This design comes from an exercise in tuning for small area, a short achievable clock period and few clock cycles per item on the open sky130 flow, not from production work. At most, simulation tests tie the RTL to the original design; equivalence was not proved. Power and IR drop assume default switching activity.

==> nickel: inputs <==
==> flow/design.v (excerpt) <==
module rgb_to_ycbcr_block_builder_unit (
  input  wire logic              clk_i,
  input  wire logic              rst_ni,
  input  wire logic              in_vld_i,
  output logic                   in_stall_o,
  input  wire logic              kind_i,
  input  wire logic [7:0]        red_i,
  input  wire logic [7:0]        green_i,
  input  wire logic [7:0]        blue_i,
  output logic                   out_vld_o,
  input  wire logic              out_stall_i,
  output logic                   pixel_taken_o,
  output logic                   sample_valid_o,
  output logic signed [8:0]      sample_o,
  output logic        [1:0]      block_type_o,
  output logic        [5:0]      element_index_o,
  output logic                   last_of_block_o
);
  localparam int unsigned FD = 8;      
  localparam int unsigned FW = 3;      
  localparam int unsigned TQ = 3;      
  localparam logic [1:0] T_NONE   = rybb_pkg::TOK_NONE;
  localparam logic [1:0] T_TAKEN  = rybb_pkg::TOK_TAKEN;
  ...
==> flow/config.mk <==
export PLATFORM = sky130hd
export DESIGN_NAME = rgb_to_ycbcr_block_builder_unit
export DESIGN_NICKNAME = rgb_to_ycbcr_block_builder_unit
export VERILOG_FILES = /design/flow/design.v
export SDC_FILE = /design/flow/constraint.sdc
export NUM_CORES = 4
export LEC_CHECK = 0
export CAP_MARGIN = 20
export CORE_MARGIN = 2
export CORE_UTILIZATION = 65
export CTS_CLUSTER_DIAMETER = 100
export CTS_CLUSTER_SIZE = 30
export SETUP_SLACK_MARGIN = 4.7
export SLEW_MARGIN = 20
==> flow/constraint.sdc <==
create_clock -name core_clock -period 7.0 [get_ports {clk_i}]
set_input_delay 1.4000 -clock core_clock [delete_from_list [all_inputs] [get_ports {clk_i}]]
set_output_delay 1.4000 -clock core_clock [all_outputs]
set_load 0.01 [all_outputs]
run.sh (not shown) runs the stock make flow with config.mk's settings and CLKGATE_MAP_FILE= SYNTH_SCRIPT=/design/flow/synth_recipe.tcl, a recipe that flattens the netlist after the stock synthesis.
==> inputs of amber, as changes to nickel <==
--- a/flow/design.v
+++ b/flow/design.v
@@ -16,17 +16,15 @@
   input  wire logic [7:0] b_i,
   output logic      [7:0] y_o,
   output logic      [7:0] cb_o,
   output logic      [7:0] cr_o
 );
   logic [7:0] r0, g0, b0;
-  always_ff @(posedge clk_i) begin
-    r0 <= r_i;
-    g0 <= g_i;
-    b0 <= b_i;
-  end
+  assign r0 = r_i;
+  assign g0 = g_i;
+  assign b0 = b_i;
   logic [9:0] e_m, e_s, e_c;
   assign e_m = ~{1'b0, g0, 1'b0};
   assign e_s = {2'b0, r0} ^ {2'b0, b0} ^ e_m;
   assign e_c = ({2'b0, r0} & {2'b0, b0}) | ({2'b0, r0} & e_m) | ({2'b0, b0} & e_m);
   logic [7:0] g1;
   logic [8:0] d11, d21;
@@ -305,18 +303,19 @@
       cnt_q  <= cnt_d;
     end
   end
   always_ff @(posedge clk_i) begin
     wph_q <= take_px ? 6'd0 : wph_q + 6'd1;
   end
-  logic [7:0] y_c, cb_c, cr_c;
+  logic [7:0]  y_c, cb_c, cr_c;
+  logic [23:0] ring_q [64];
   rybb_conv u_conv (
     .clk_i (clk_i),
-    .r_i   (red_i),
-    .g_i   (green_i),
-    .b_i   (blue_i),
+    .r_i   (ring_q[0][23:16]),
+    .g_i   (ring_q[0][15:8]),
+    .b_i   (ring_q[0][7:0]),
     .y_o   (y_c),
     .cb_o  (cb_c),
     .cr_o  (cr_c)
   );
   logic [3:0] wr_q;      
   logic [3:0] wlast_q;   
@@ -327,26 +326,26 @@
       wr_q <= {wr_q[2:0], take_px};
     end
   end
   always_ff @(posedge clk_i) begin
     wlast_q <= {wlast_q[2:0], cnt_last_px};
   end
-  logic [23:0] ring_q [64];
   always_ff @(posedge clk_i) begin
-    ring_q[0] <= wr_q[3] ? {cr_c, cb_c, y_c} : ring_q[63];
+    ring_q[0] <= take_px ? {red_i, green_i, blue_i} : ring_q[63];
     for (int i = 1; i < 64; i++) ring_q[i] <= ring_q[i-1];
+    ring_q[4] <= wr_q[3] ? {cr_c, cb_c, y_c} : ring_q[3];
   end
   logic          rd_act_q;    
   logic [5:0]    pos_q;       
   logic [7:0]    rn_q;        
   logic [FD-1:0] fth_q;
   logic          rd, fpop;
   logic [23:0]   tap;
   logic [7:0]    rd_byte;
-  assign rd  = rd_act_q && (pos_q[2:0] == 3'd7) && !fth_q[FD-1];
-  assign tap = ring_q[{pos_q[5:3], 3'd7}];
+  assign rd  = rd_act_q && (pos_q[2:0] == 3'd3) && !fth_q[FD-1];
+  assign tap = ring_q[{pos_q[5:3], 3'd3}];
   always_comb begin
     unique case (rn_q[7:6])
       2'd0:    rd_byte = tap[7:0];
       2'd1:    rd_byte = tap[15:8];
       default: rd_byte = tap[23:16];
     endcase
@@ -360,13 +359,13 @@
   always_ff @(posedge clk_i or negedge rst_ni) begin
     if (!rst_ni) rd_act_q <= 1'b0;
     else         rd_act_q <= rd_act_d;
   end
   always_ff @(posedge clk_i) begin
     if (wr_q[3] && wlast_q[3]) begin
-      pos_q <= 6'd63;
+      pos_q <= 6'd3;
       rn_q  <= '0;
     end else if (rd) begin
       rn_q  <= rn_q + 8'd1;
     end else begin
       pos_q <= pos_q + 6'd1;
     end
@@ -389,69 +388,57 @@
     end
   end
   logic [1:0] tq_cls_q [TQ];
   logic [7:0] tq_cnt_q [TQ];
   logic [2:0] tq_v_q;           
   logic [1:0] tcls_q;           
-  logic       h0_q, h1_q, h2_q, e1one_q;
-  assign h0_q    = (tq_cnt_q[0] == 8'd0);
-  assign h1_q    = (tq_cnt_q[0] == 8'd1);
-  assign h2_q    = (tq_cnt_q[0] == 8'd2);
-  assign e1one_q = (tq_cnt_q[1] == 8'd1);
+  logic       acc_q;            
+  logic [1:0] tok_q;            
   logic       open, tok_avail, consume;
   logic [1:0] head_cls;
-  assign head_cls  = tq_cls_q[0];
-  assign tok_avail = tq_v_q[0] && !h0_q && ((head_cls != T_SAMPLE) || fth_q[0]);
+  logic       h0, h1;
+  assign h0       = (tq_cnt_q[0] == 8'd0);
+  assign h1       = (tq_cnt_q[0] == 8'd1);
+  assign head_cls = tq_cls_q[0];
+  assign tok_avail = tq_v_q[0] && !h0 && ((head_cls != T_SAMPLE) || fth_q[0]);
   assign open      = !out_v_q || !out_stall_i;
   assign consume   = open && tok_avail;
   assign fpop      = consume && (head_cls == T_SAMPLE);
-  logic px_ext, pl_ext, extend, push_new;
-  assign px_ext   = tq_v_q[0] && !pend_q && (tcls_q == T_TAKEN);
-  assign pl_ext   = tq_v_q[0] &&  pend_q && (tcls_q == T_SAMPLE);
-  assign extend   = accept && (kind_i ? pl_ext : px_ext);
-  assign push_new = accept && !(kind_i ? pl_ext : px_ext);
+  always_ff @(posedge clk_i or negedge rst_ni) begin
+    if (!rst_ni) begin
+      acc_q <= 1'b0;
+      tok_q <= T_NONE;
+    end else begin
+      acc_q <= accept;
+      tok_q <= tok;
+    end
+  end
+  logic extend, push_new;
+  assign extend   = acc_q && tq_v_q[0] && (tcls_q == tok_q) && (tok_q != T_NONE);
+  assign push_new = acc_q && !extend;
   typedef struct packed {
     logic       retire;
     logic [2:0] v;
     logic [2:0] slot;
     logic [2:0] inc;
-    logic       h0, h1;
   } tq_step_t;
   function automatic tq_step_t tq_step(input logic ext, input logic pnew, input logic cons,
-                                       input logic [2:0] v, input logic h0, input logic h1,
-                                       input logic h2, input logic e1one);
+                                       input logic [2:0] v, input logic hz, input logic ho);
     tq_step_t st;
     logic [2:0] v_s;
     st.inc    = {3{ext}} & (v & ~{1'b0, v[2:1]});
-    st.retire = v[0] && !st.inc[0] && (h0 || (h1 && cons)) && (v[1] || pnew);
+    st.retire = v[0] && !st.inc[0] && (hz || (ho && cons)) && (v[1] || pnew);
     v_s       = st.retire ? {1'b0, v[2:1]} : v;
     st.slot   = {3{pnew}} & (~v_s & {v_s[1:0], 1'b1});
     st.v      = v_s | st.slot;
-    if (st.retire) begin
-      st.h0 = 1'b0;
-      st.h1 = v[1] ? (e1one && !st.inc[1]) : 1'b1;
-    end else if (st.slot[0]) begin
-      st.h0 = 1'b0;
-      st.h1 = 1'b1;
-    end else begin
-      st.h0 = !st.inc[0] && (h0 || (h1 && cons));
-      st.h1 = (h1 && (st.inc[0] == cons)) || (h0 && st.inc[0] && !cons) ||
-              (h2 && cons && !st.inc[0]);
-    end
     tq_step = st;
   endfunction
-  tq_step_t st_n0, st_n1, st_x0, st_x1, st_p0, st_p1, st;
-  assign st_n0 = tq_step(1'b0, 1'b0, 1'b0, tq_v_q, h0_q, h1_q, h2_q, e1one_q);
-  assign st_n1 = tq_step(1'b0, 1'b0, 1'b1, tq_v_q, h0_q, h1_q, h2_q, e1one_q);
-  assign st_x0 = tq_step(1'b1, 1'b0, 1'b0, tq_v_q, h0_q, h1_q, h2_q, e1one_q);
-  assign st_x1 = tq_step(1'b1, 1'b0, 1'b1, tq_v_q, h0_q, h1_q, h2_q, e1one_q);
-  assign st_p0 = tq_step(1'b0, 1'b1, 1'b0, tq_v_q, h0_q, h1_q, h2_q, e1one_q);
-  assign st_p1 = tq_step(1'b0, 1'b1, 1'b1, tq_v_q, h0_q, h1_q, h2_q, e1one_q);
-  assign st    = extend   ? (consume ? st_x1 : st_x0) :
-                 push_new ? (consume ? st_p1 : st_p0) :
-                            (consume ? st_n1 : st_n0);
+  tq_step_t st_c0, st_c1, st;
+  assign st_c0 = tq_step(extend, push_new, 1'b0, tq_v_q, h0, h1);
+  assign st_c1 = tq_step(extend, push_new, 1'b1, tq_v_q, h0, h1);
+  assign st    = consume ? st_c1 : st_c0;
   logic [7:0] cnt_g [TQ];
   logic [7:0] cnt0_p, cnt0_m;
   assign cnt0_p = tq_cnt_q[0] + 8'd1;
   assign cnt0_m = tq_cnt_q[0] - 8'd1;
   always_comb begin
     for (int i = 0; i < TQ; i++) cnt_g[i] = st.inc[i] ? tq_cnt_q[i] + 8'd1 : tq_cnt_q[i];
@@ -467,46 +454,53 @@
         tq_cnt_d[i] = cnt_g[i+1];
       end else begin
         tq_cls_d[i] = tq_cls_q[i];
         tq_cnt_d[i] = cnt_g[i];
       end
       if (st.slot[i]) begin
-        tq_cls_d[i] = tok;
+        tq_cls_d[i] = tok_q;
         tq_cnt_d[i] = 8'd1;
       end
     end
   end
   always_ff @(posedge clk_i) begin
     for (int i = 0; i < TQ; i++) begin
       tq_cls_q[i] <= tq_cls_d[i];
       tq_cnt_q[i] <= tq_cnt_d[i];
     end
   end
   always_ff @(posedge clk_i or negedge rst_ni) begin
     if (!rst_ni) begin
-      tq_v_q  <= '0;
-      tcls_q  <= T_NONE;
+      tq_v_q <= '0;
+      tcls_q <= T_NONE;
     end else begin
-      tq_v_q  <= st.v;
-      if (push_new) tcls_q <= tok;
+      tq_v_q <= st.v;
+      if (push_new) tcls_q <= tok_q;
     end
   end
+  logic [1:0] tcls_n;      
+  logic       px_new, pl_new;
+  assign tcls_n = push_new ? tok_q : tcls_q;
+  assign px_new = pend_q  || !((tq_v_q[0] || acc_q) && (tcls_n == T_TAKEN));
+  assign pl_new = !pend_q || !((tq_v_q[0] || acc_q) && (tcls_n == T_SAMPLE));
+  function automatic logic tq_full(input logic [2:0] v, input logic pnow, input logic pnext);
+    tq_full = v[2] || (v[1] && (pnow || pnext)) || (v[0] && pnow && pnext);
+  endfunction
   logic st_none, st_pix, st_pull;
   always_comb begin
-    st_none = tq_v_q[2] ||
+    st_none = tq_full(tq_v_q, push_new, 1'b0) ||
               (!pend_q && rd_act_d) ||
               (!pend_q && (cnt_q[5:0] != 6'd0) && (wph_q != 6'd63));
-    st_pix  = tq_v_q[2] || (tq_v_q[1] && !px_ext) ||
+    st_pix  = tq_full(tq_v_q, push_new, px_new) ||
               (!pend_q && !cnt_last_px && rd_act_d);
-    st_pull = tq_v_q[2] || (tq_v_q[1] && !pl_ext) ||
+    st_pull = tq_full(tq_v_q, push_new, pl_new) ||
               (pend_q ? (cnt_last_pl && rd_act_d)
                       : (rd_act_d || ((cnt_q[5:0] != 6'd0) && (wph_q != 6'd63))));
   end
-  always_ff @(posedge clk_i or negedge rst_ni) begin
-    if (!rst_ni) stall_q <= 1'b0;
-    else         stall_q <= !accept ? st_none : kind_i ? st_pull : st_pix;
+  always_ff @(posedge clk_i) begin
+    stall_q <= !accept ? st_none : kind_i ? st_pull : st_pix;
   end
   logic       out_v_q;
   logic [7:0] ocnt_q;
   logic       taken_q, sval_q, last_q;
   logic [8:0] smp_q;
   logic [1:0] btype_q;
SETUP_SLACK_MARGIN = 4.3   (was 4.7)
==> qor summary <==
item                                                                            nickel                      amber
Status                                                        timing/DRC/antenna clean   timing/DRC/antenna clean
Unique masters post-synth                                                           78                         80
DP HPWL                                                                       47540 um                   50130 um
Aggregate routed wire length                                                  76200 um                   75800 um
Clk_skew                                                                    0.03106 ns                 0.01936 ns
CP max-delay cell                                                sky130_fd_sc_hd__fa_1  sky130_fd_sc_hd__edfxtp_1
Total CTS buffers                                                                   72                         71
Yosys reg bits                                                                    1864                       1826
Met2 track demand over resource in global routing                               0.3303                     0.3346
Comb. pwr                                                                      3.43 mW                    2.88 mW
All-Layer GR Usage                                                              0.2028                     0.2065
Placer Congestion                                                               0.8323                     0.8615
Starting utilization of the core area                                           0.6546                     0.6578
Pre-CTS setup slack                                                           2.972 ns                   3.012 ns
Data arrival time of the worst path                                            3.20 ns                    1.23 ns
Final clock period utilization by the worst path                                0.3768                     0.3760
Multiplexer share of the synthesized area                                      0.03512                    0.04299
Proportion of netlist area held by the largest area contributor                 0.7280                     0.7179
Critical path capture point type                                                  flop             primary output
Layout multi-input combinational cell count                                        982                        991
Testbench counts of nickel, summed over its fixed seeds: cycles 39,080, items 32,768.
For amber, only the layout was checked, not whether the RTL still works.

-- re-timing with driven ports --
The results above use ideal ports. As a check the final layouts listed here were re-extracted and re-timed, cells and wires unchanged. Step 1, drivers: a clkbuf_16 drives clk_i and a buf_2 each remaining input, both assumed. Step 2, shift: input delay + t, output delay - t, t = (earliest + latest rising clock arrival at the registers) / 2. This alone moves slack from input paths to output paths. Three values: ideal, step 1, step 2; two values: the first two.
run	t, ns	setup WS [ns]	hold slack, ns	worst data-port slew with drivers (ns)	cell pins on the clock port's net
nickel	0.713	4.362 / 4.323 / 3.712	0.317 / 0.317 / 0.317	0.05	1
amber	0.699	4.368 / 4.301 / 3.823	0.324 / 0.324 / 0.324	0.05	1
After both steps every run listed still meets setup and hold. The setup slack of nickel, which loses most, moves by -0.039 ns with the drivers and by -0.650 ns with both steps.
